This design comes from an exercise in tuning for small area on the open sky130 flow, not from production work.
Function was checked by simulation only, so behaviour that the tests miss may differ from the original.
Power figures rest on the tool's default switching activity, not on a simulated workload.

v14:
==> flow/design.v (excerpt) <==
module tue_apb_regs #(
  parameter int unsigned ADDR_W = 12,
  parameter int unsigned KEY_W  = 512
) (
  input  logic              clk,
  input  logic              rst_n,
  input  logic              psel,
  input  logic              penable,
  input  logic              pwrite,
  input  logic [ADDR_W-1:0] paddr,
  input  logic [31:0]       pwdata,
  output logic [31:0]       prdata,
  output logic              pready,
  output logic              pslverr,
  output logic              req_valid,
  input  logic              req_ready,
  output tue_pkg::tue_req_t req,
  input  logic              tue_done,
  input  logic              tue_err
);
For scale: ~1200 flip-flops, ~1300 I/O pins.
export LEC_CHECK = 0
export ABC_CLOCK_PERIOD_IN_PS = 5000
export CAP_MARGIN = 10
export CORE_MARGIN = 2
export CORE_UTILIZATION = 50
export SETUP_SLACK_MARGIN = 0.2
export SLEW_MARGIN = 10
export SYNTH_HIERARCHICAL = 1
export SYNTH_MINIMUM_KEEP_SIZE = 0
create_clock -name core_clock -period 10.0 [get_ports {clk}]
standard.sh (not shown) runs the stock make flow with config.mk's settings and CLKGATE_MAP_FILE= SYNTH_SCRIPT=/design/flow/synth_recipe.tcl, a recipe that flattens the netlist after the stock synthesis.
==> flow/flow/run.sh <==
#!/bin/bash
# Standard ORFS layout, with these changes:
# - ports are buffered with the smallest buffer (buf_1) instead of ORFS's default choice;
# - pins may sit on adjacent routing tracks, so the die need not grow to fit the 1262 ports;
# - CTS inserts no dummy loads and builds the tree from clkbuf_4/clkbuf_8, up to 14 flip-flops per leaf buffer.
set -euo pipefail
export BUFFER_PORTS_ARGS="-buffer_cell sky130_fd_sc_hd__buf_1"
export PLACE_PINS_ARGS="-min_distance 1 -min_distance_in_tracks"
export CTS_ARGS="-sink_clustering_enable -repair_clock_nets -dont_use_dummy_load -sink_clustering_size 14 -sink_clustering_max_diameter 60 -buf_list {sky130_fd_sc_hd__clkbuf_4 sky130_fd_sc_hd__clkbuf_8}"
bash standard.sh > standard_flow.log 2>&1
What v41 does differently from v14 at the input level:
Settings: SLEW_MARGIN: 10 -> 20; CAP_MARGIN: 10 -> 20.
==> flow/flow/run.sh <==
#!/bin/bash
# Standard ORFS layout, with these changes:
# - ports are buffered with the smallest buffer (buf_1) instead of ORFS's default choice;
# - pins may sit on adjacent routing tracks, so the die need not grow to fit the 1262 ports;
# - CTS inserts no dummy loads and builds the tree from clkbuf_4/clkbuf_8.
set -euo pipefail
export BUFFER_PORTS_ARGS="-buffer_cell sky130_fd_sc_hd__buf_1"
export PLACE_PINS_ARGS="-min_distance 1 -min_distance_in_tracks"
export CTS_ARGS="-sink_clustering_enable -repair_clock_nets -dont_use_dummy_load -buf_list {sky130_fd_sc_hd__clkbuf_4 sky130_fd_sc_hd__clkbuf_8}"
bash standard.sh > standard_flow.log 2>&1
Results
Of v14 and v41, the run reporting the lower length of routed met2 wiring was v14. Routed wire length on met3: lower on v14. Relative to v14, final period demand of the worst path increased by 290 ps in v41. v41 against v14: register-to-register setup slack did not really move, part of the total power dissipated in the clock network went up.
## Diff of input files: v39 against v41
Settings: CAP_MARGIN changed from 20 to 0; SLEW_MARGIN changed from 20 to 0.
==> flow/flow/run.sh <==
#!/bin/bash
# Standard ORFS layout, with these changes:
# - ports are buffered with the smallest buffer (buf_1) instead of ORFS's default choice;
# - pins may sit on adjacent routing tracks, so the die need not grow to fit the 1262 ports;
# - CTS inserts no dummy loads and builds the tree from clkbuf_4/clkbuf_8, up to 14 flip-flops per leaf buffer.
set -euo pipefail
export BUFFER_PORTS_ARGS="-buffer_cell sky130_fd_sc_hd__buf_1"
export PLACE_PINS_ARGS="-min_distance 1 -min_distance_in_tracks"
export CTS_ARGS="-sink_clustering_enable -repair_clock_nets -dont_use_dummy_load -sink_clustering_size 14 -sink_clustering_max_diameter 60 -buf_list {sky130_fd_sc_hd__clkbuf_4 sky130_fd_sc_hd__clkbuf_8}"
bash standard.sh > standard_flow.log 2>&1
- v39 completed end to end with timing, DRC and antenna clean.
- v41 | status: complete | timing, DRC, antenna: pass
- Comparing v39 and v41, the lower multi-input logic portion of the cell area is on v41.
- NOTE first-iteration DRC count v41->v39 decreased by a few percent
- Of v39 and v41, the higher global-route usage belongs to v41.
- Any difference in die area between v41 and v39 is small enough to ignore.
- The run with more setup slack is v39; v41 has less.
- Taking v39 as 1.0, v41 lands at 1.12 on total chip power.
Relative to v39, the following input files were edited for v15:
Settings: changing CORE_UTILIZATION from 50 to 55; changing CAP_MARGIN from 0 to 20; changing SLEW_MARGIN from 0 to 20.
==> flow/flow/run.sh <==
#!/bin/bash
# Standard ORFS layout, with two changes:
# - ports are buffered with the smallest buffer (buf_1) instead of ORFS's default choice;
# - CTS inserts no dummy loads.
set -euo pipefail
export BUFFER_PORTS_ARGS="-buffer_cell sky130_fd_sc_hd__buf_1"
export CTS_ARGS="-sink_clustering_enable -repair_clock_nets -dont_use_dummy_load"
bash standard.sh > standard_flow.log 2>&1
==> comparison <==
- v15 failed in 3_2_place_iop with PPL-0024.
- Share of synthesized flip-flops with an asynchronous set or reset: v15 vs v39 identical
- Of v15 and v39, it is v15 that has the lower die boundary width.
- v15 ends up with lower die boundary height than v39 does.
- Between v15 and v39, the post-synthesis register bit count does not differ in any meaningful way.
- Simple-gate share of the synthesized area: v39 vs v15 identical
- Standard-cell row count: lower on v15
- Taking v39 as the reference, in v15 compound-gate portion of the synthesized area stayed essentially flat; area after synthesis was more or less identical; initial standard-cell utilization of the core higher.
Changes in v52 relative to v15:
Settings: CAP_MARGIN: 20 -> 5; SLEW_MARGIN: 20 -> 5.
==> flow/flow/run.sh <==
#!/bin/bash
# Standard ORFS layout, with these changes:
# - ports are buffered with the smallest buffer (buf_1) instead of ORFS's default choice;
# - pins may sit on adjacent routing tracks, so the die need not grow to fit the 1262 ports;
# - CTS inserts no dummy loads and builds the tree from clkbuf_4/clkbuf_8, up to 16 flip-flops per leaf buffer.
set -euo pipefail
export BUFFER_PORTS_ARGS="-buffer_cell sky130_fd_sc_hd__buf_1"
export PLACE_PINS_ARGS="-min_distance 1 -min_distance_in_tracks"
export CTS_ARGS="-sink_clustering_enable -repair_clock_nets -dont_use_dummy_load -sink_clustering_size 16 -sink_clustering_max_diameter 60 -buf_list {sky130_fd_sc_hd__clkbuf_4 sky130_fd_sc_hd__clkbuf_8}"
bash standard.sh > standard_flow.log 2>&1
==> comparison <==
Fraction of the yosys area taken by sequential cells: v52 vs v15, no meaningful difference. As far as count of flip-flops with a built-in enable after synthesis is concerned, v52 and v15 perform about the same. Total number of placement rows came out exactly the same in v15 and v52. v52 finished every step from synthesis to the final layout, and the layout passed the timing, design-rule and antenna checks. Comparing v15 against v52, there is no change at all in portion of netlist area occupied by mux cells. As far as starting density of the core goes, v52 and v15 are indistinguishable; the numbers are identical.


The RTL this note starts from:
==> flow/design.v <==
package tue_pkg;
  localparam int unsigned MAU_TCAM_KEY_W = 512;
  typedef enum logic [1:0] {
    TUE_INSERT = 2'd0,
    TUE_DELETE = 2'd1,
    TUE_MODIFY = 2'd2,
    TUE_FLUSH  = 2'd3
  } tue_op_t;
  typedef struct packed {
    tue_op_t                   op;
    logic [4:0]                stage;
    logic [15:0]               table_id;
    logic [MAU_TCAM_KEY_W-1:0] key;
    logic [MAU_TCAM_KEY_W-1:0] mask;
    logic [15:0]               action_id;
    logic [111:0]              params;
  } tue_req_t;
endpackage
module tue_apb_regs #(
  parameter int unsigned ADDR_W = 12,
  parameter int unsigned KEY_W  = 512
) (
  input  logic              clk,
  input  logic              rst_n,
  input  logic              psel,
  input  logic              penable,
  input  logic              pwrite,
  input  logic [ADDR_W-1:0] paddr,
  input  logic [31:0]       pwdata,
  output logic [31:0]       prdata,
  output logic              pready,
  output logic              pslverr,
  output logic              req_valid,
  input  logic              req_ready,
  output tue_pkg::tue_req_t req,
  input  logic              tue_done,
  input  logic              tue_err
);
  localparam int unsigned WORD_W = ADDR_W - 2;
  localparam int unsigned W_CMD    = 0;
  localparam int unsigned W_TID    = 1;
  localparam int unsigned W_STAGE  = 2;
  localparam int unsigned W_FIRST  = 4;
  localparam int unsigned W_LAST   = 39;
  localparam int unsigned W_STATUS = 40;
  localparam int unsigned W_COMMIT = 41;
  logic [1:0]        op_q;
  logic [15:0]       table_id_q;
  logic [4:0]        stage_q;
  logic [31:0]       wd_q [W_FIRST:W_LAST];
  logic              clr_q;
  logic              wait_q;
  logic              done_q;
  logic              err_q;
  logic              cmd_err_q;
  logic [WORD_W-1:0] word;
  logic              low;
  logic [W_COMMIT:0] hit;
  logic              hit_shadow, mapped;
  logic              busy, access, err_resp, wr_ok;
  logic [W_COMMIT:0] we, hold;
  logic [31:0]       rdata;
  logic              unused_addr_lsb;
  assign unused_addr_lsb = ^paddr[1:0];
  assign pready          = 1'b1;
  assign word = paddr[ADDR_W-1:2];
  assign low  = (word[WORD_W-1:6] == '0);
  always_comb begin
    for (int unsigned i = 0; i <= W_COMMIT; i++) hit[i] = low & (word[5:0] == 6'(i));
    hit_shadow = hit[W_CMD] | hit[W_TID] | hit[W_STAGE] | (|hit[W_LAST:W_FIRST]);
    mapped     = hit_shadow | hit[W_STATUS] | hit[W_COMMIT];
  end
  assign busy   = req_valid | wait_q;
  assign access = psel & penable;
  always_comb begin
    err_resp = ~mapped
             | (pwrite & hit[W_STATUS])
             | (pwrite & busy & (hit_shadow | hit[W_COMMIT]));
    wr_ok    = access & pwrite & ~err_resp & ~clr_q;
  end
  always_comb begin
    for (int unsigned i = 0; i <= W_COMMIT; i++) begin
      we[i]   = wr_ok & hit[i];
      hold[i] = ~(we[i] | clr_q);
    end
  end
  localparam int unsigned NSRC = 40;    
  logic [31:0] src_d [NSRC];
  logic        src_s [NSRC];
  logic [31:0] src_v [NSRC];
  always_comb begin
    for (int unsigned i = 0; i < NSRC; i++) begin
      src_d[i] = '0;
      src_s[i] = 1'b0;
      src_v[i] = '0;
    end
    src_d[0] = {30'b0, op_q};        src_s[0] = hit[W_CMD];    src_v[0] = 32'h3;
    src_d[1] = {16'b0, table_id_q};  src_s[1] = hit[W_TID];    src_v[1] = 32'hFFFF;
    src_d[2] = {27'b0, stage_q};     src_s[2] = hit[W_STAGE];  src_v[2] = 32'h1F;
    src_d[3] = {28'b0, cmd_err_q, err_q, done_q, busy};
    src_s[3] = hit[W_STATUS]; src_v[3] = 32'hF;
    for (int unsigned i = W_FIRST; i <= W_LAST; i++) begin
      src_d[i] = wd_q[i]; src_s[i] = hit[i]; src_v[i] = '1;
    end
  end
  logic [13:0] rd_n [32];
  for (genvar b = 0; b < 32; b++) begin : g_rd
    localparam int unsigned NB = (b < 2) ? 40 : (b < 4) ? 39 : (b < 5) ? 38 : (b < 16) ? 37 : 36;
    localparam int unsigned NG = (NB + 2) / 3;
    logic [NB-1:0] d, s;
    always_comb begin
      int unsigned k;
      k = 0;
      d = '0;
      s = '0;
      for (int unsigned i = 0; i < NSRC; i++) begin
        if (src_v[i][b]) begin
          d[k] = src_d[i][b];
          s[k] = src_s[i];
          k = k + 1;
        end
      end
    end
    for (genvar g = 0; g < NG; g++) begin : g_grp
      if (3 * g + 2 < NB) begin : g3
        tue_rd3 u_rd (.a1(d[3*g]), .b1(s[3*g]), .a2(d[3*g+1]), .b2(s[3*g+1]),
                      .a3(d[3*g+2]), .b3(s[3*g+2]), .y_n(rd_n[b][g]));
      end else if (3 * g + 1 < NB) begin : g2
        tue_rd2 u_rd (.a1(d[3*g]), .b1(s[3*g]), .a2(d[3*g+1]), .b2(s[3*g+1]),
                      .y_n(rd_n[b][g]));
      end else begin : g1
        assign rd_n[b][g] = ~(d[3*g] & s[3*g]);
      end
    end
    for (genvar g = NG; g < 14; g++) begin : g_pad
      assign rd_n[b][g] = 1'b1;
    end
    assign rdata[b] = ~(&rd_n[b]);
  end
  assign prdata  = rdata;
  assign pslverr = access & err_resp;
  always_ff @(posedge clk or negedge rst_n) begin
    if (!rst_n) clr_q <= 1'b1;
    else        clr_q <= 1'b0;
  end
  logic [1:0]  op_d;
  logic [15:0] table_id_d;
  logic [4:0]  stage_d;
  logic [31:0] wd_d [W_FIRST:W_LAST];
  for (genvar b = 0; b < 2; b++) begin : g_op
    tue_hold u_h (.we(we[W_CMD]), .wd(pwdata[b]), .hold(hold[W_CMD]), .q(op_q[b]), .d(op_d[b]));
  end
  for (genvar b = 0; b < 16; b++) begin : g_tid
    tue_hold u_h (.we(we[W_TID]), .wd(pwdata[b]), .hold(hold[W_TID]), .q(table_id_q[b]),
                  .d(table_id_d[b]));
  end
  for (genvar b = 0; b < 5; b++) begin : g_stage
    tue_hold u_h (.we(we[W_STAGE]), .wd(pwdata[b]), .hold(hold[W_STAGE]), .q(stage_q[b]),
                  .d(stage_d[b]));
  end
  for (genvar w = W_FIRST; w <= W_LAST; w++) begin : g_wd
    for (genvar b = 0; b < 32; b++) begin : g_b
      tue_hold u_h (.we(we[w]), .wd(pwdata[b]), .hold(hold[w]), .q(wd_q[w][b]), .d(wd_d[w][b]));
    end
  end
  always_ff @(posedge clk) begin
    op_q       <= op_d;
    table_id_q <= table_id_d;
    stage_q    <= stage_d;
    for (int unsigned i = W_FIRST; i <= W_LAST; i++) wd_q[i] <= wd_d[i];
  end
  always_comb begin
    req.op        = tue_pkg::tue_op_t'(op_q);
    req.stage     = stage_q;
    req.table_id  = table_id_q;
    for (int unsigned i = 0; i < 16; i++) begin
      req.key[32*i +: 32]  = wd_q[W_FIRST + i];
      req.mask[32*i +: 32] = wd_q[W_FIRST + 16 + i];
    end
    req.action_id       = wd_q[36][15:0];
    req.params[111:96]  = wd_q[36][31:16];
    req.params[31:0]    = wd_q[37];
    req.params[63:32]   = wd_q[38];
    req.params[95:64]   = wd_q[39];
  end
  always_ff @(posedge clk or negedge rst_n) begin
    if (!rst_n) begin
      req_valid <= 1'b0;
      wait_q    <= 1'b0;
      done_q    <= 1'b0;
      err_q     <= 1'b0;
      cmd_err_q <= 1'b0;
    end else begin
      if (we[W_COMMIT] && pwdata[0]) begin
        req_valid <= 1'b1;
        done_q    <= 1'b0;
        err_q     <= 1'b0;
        cmd_err_q <= 1'b0;
      end
      if (req_valid && req_ready) begin
        req_valid <= 1'b0;
        wait_q    <= 1'b1;
      end
      if (wait_q && tue_done) begin
        done_q <= 1'b1;
        err_q  <= tue_err;
        wait_q <= 1'b0;
      end
      if (access && pwrite && hit[W_COMMIT] && busy) cmd_err_q <= 1'b1;
    end
  end
endmodule
module tue_hold (
  input  logic we,
  input  logic wd,
  input  logic hold,
  input  logic q,
  output logic d
);
  assign d = (we & wd) | (hold & q);
endmodule
module tue_rd3 (
  input  logic a1, b1, a2, b2, a3, b3,
  output logic y_n
);
  assign y_n = ~((a1 & b1) | (a2 & b2) | (a3 & b3));
endmodule
module tue_rd2 (
  input  logic a1, b1, a2, b2,
  output logic y_n
);
  assign y_n = ~((a1 & b1) | (a2 & b2));
endmodule
Settings: LEC_CHECK=0, ABC_CLOCK_PERIOD_IN_PS=5000, CAP_MARGIN=10, CORE_MARGIN=2, CORE_UTILIZATION=50, GPL_TIMING_DRIVEN=0, SETUP_SLACK_MARGIN=0.2, SLEW_MARGIN=10, SYNTH_HIERARCHICAL=1, SYNTH_MINIMUM_KEEP_SIZE=0; clock period 10.0 ns.
==> flow/flow/run.sh <==
#!/bin/bash
# Standard ORFS layout, with these changes:
# - ports are buffered with the smallest buffer (buf_1) instead of ORFS's default choice;
# - pins may sit on adjacent routing tracks, so the die need not grow to fit the 1262 ports;
# - CTS inserts no dummy loads and builds the tree from clkbuf_4/clkbuf_8, up to 14 flip-flops per leaf buffer.
set -euo pipefail
export BUFFER_PORTS_ARGS="-buffer_cell sky130_fd_sc_hd__buf_1"
export PLACE_PINS_ARGS="-min_distance 1 -min_distance_in_tracks"
export CTS_ARGS="-sink_clustering_enable -repair_clock_nets -dont_use_dummy_load -sink_clustering_size 14 -sink_clustering_max_diameter 60 -buf_list {sky130_fd_sc_hd__clkbuf_4 sky130_fd_sc_hd__clkbuf_8}"
bash standard.sh > standard_flow.log 2>&1
The starting point completed without violations.
Rerun with:
==> flow/run.sh (new file) <==
#!/bin/bash
# synth_recipe.tcl (not shown) runs the flow's synth.tcl, then flattens the netlist and writes it again
# the make line also repeats each setting of config.mk as NAME=value (left out here)
make -C /OpenROAD-flow-scripts/flow DESIGN_CONFIG=/design/flow/config.mk WORK_HOME=/design/flow/orfs CLKGATE_MAP_FILE= SYNTH_SCRIPT=/design/flow/synth_recipe.tcl finish
CAP_MARGIN = 20   (was 10)
CORE_UTILIZATION = 55   (was 50)
GPL_TIMING_DRIVEN = unset   (was 0)
SLEW_MARGIN = 20   (was 10)
removed: flow/flow/run.sh
removed: flow/standard.sh
This time the run did not get past 3_2_place_iop (PPL-0024).
Synthesized area stays the same.
Synthesized cell count stays the same.
Rerun with:
==> flow/flow/run.sh (new file) <==
#!/bin/bash
# Standard ORFS layout, with three changes:
# - ports are buffered with the smallest buffer (buf_1) instead of ORFS's default choice;
# - pins may sit on adjacent routing tracks, so the die need not grow to fit the 1262 ports;
# - CTS inserts no dummy loads.
set -euo pipefail
export BUFFER_PORTS_ARGS="-buffer_cell sky130_fd_sc_hd__buf_1"
export PLACE_PINS_ARGS="-min_distance 1 -min_distance_in_tracks"
export CTS_ARGS="-sink_clustering_enable -repair_clock_nets -dont_use_dummy_load"
bash standard.sh > standard_flow.log 2>&1
==> flow/standard.sh (new file) <==
#!/bin/bash
# synth_recipe.tcl (not shown) runs the flow's synth.tcl, then flattens the netlist and writes it again
# the make line also repeats each setting of config.mk as NAME=value (left out here)
make -C /OpenROAD-flow-scripts/flow DESIGN_CONFIG=/design/flow/config.mk WORK_HOME=/design/flow/orfs CLKGATE_MAP_FILE= SYNTH_SCRIPT=/design/flow/synth_recipe.tcl "${@:-finish}"
CORE_UTILIZATION = 60   (was 55)
removed: flow/run.sh
Result: With this change the flow never finished: it broke off in 5_1_grt. Synthesized area does not change. Synthesized cell count is unchanged.
Rerun with:
==> flow/flow/run.sh (replaced) <==
#!/bin/bash
# Standard ORFS layout, with these changes:
# - ports are buffered with the smallest buffer (buf_1) instead of ORFS's default choice;
# - pins may sit on adjacent routing tracks, so the die need not grow to fit the 1262 ports;
# - CTS inserts no dummy loads and builds the tree from clkbuf_8/clkbuf_16, up to 24 flip-flops per leaf buffer.
set -euo pipefail
export BUFFER_PORTS_ARGS="-buffer_cell sky130_fd_sc_hd__buf_1"
export PLACE_PINS_ARGS="-min_distance 1 -min_distance_in_tracks"
export CTS_ARGS="-sink_clustering_enable -repair_clock_nets -dont_use_dummy_load -sink_clustering_size 24 -sink_clustering_max_diameter 80 -buf_list {sky130_fd_sc_hd__clkbuf_8 sky130_fd_sc_hd__clkbuf_16}"
bash standard.sh > standard_flow.log 2>&1
CORE_UTILIZATION = 50   (was 60)
This time the run completed with no timing, DRC or antenna violations.
Area after synthesis does not change.
Synthesized cell count stays the same.

## re-timing with driven ports
No port has a modelled driver above. Below, the same layouts with a new extraction and two added sets of constraints.
Step 1 assumes that a clkbuf_16 drives the clock port and a buf_2 every other input.
Step 2 moves the port delays by t, midway between the first and last clock arrival at a register: inputs arrive t later, outputs are due t later. That takes back most of the time a late clock gives input paths.
a / b / c = ideal / step 1 / step 2; a / b = the first two.
run	shift t [ns]	slack for setup (ns)	slew at the worst register clock pin (ns)	worst slew at a driven data input, ns
v14	0.818	1.956 / 1.934 / 1.934	0.10 / 0.10	0.25
v41	0.896	1.668 / 1.645 / 1.645	0.07 / 0.07	0.27
v39	0.818	1.956 / 1.934 / 1.934	0.10 / 0.10	0.25
v52	0.808	2.060 / 2.027 / 2.027	0.11 / 0.11	0.19
the first run of note 2	0.810	1.762 / 1.637 / 1.637	0.10 / 0.10	0.27
the fourth run of note 2	0.734	1.843 / 1.821 / 1.821	0.10 / 0.10	0.27
After both steps every run listed still meets setup and hold. For the first run of note 2, which loses most, drivers alone change the setup slack by -0.125 ns; drivers and shift together by -0.125 ns.
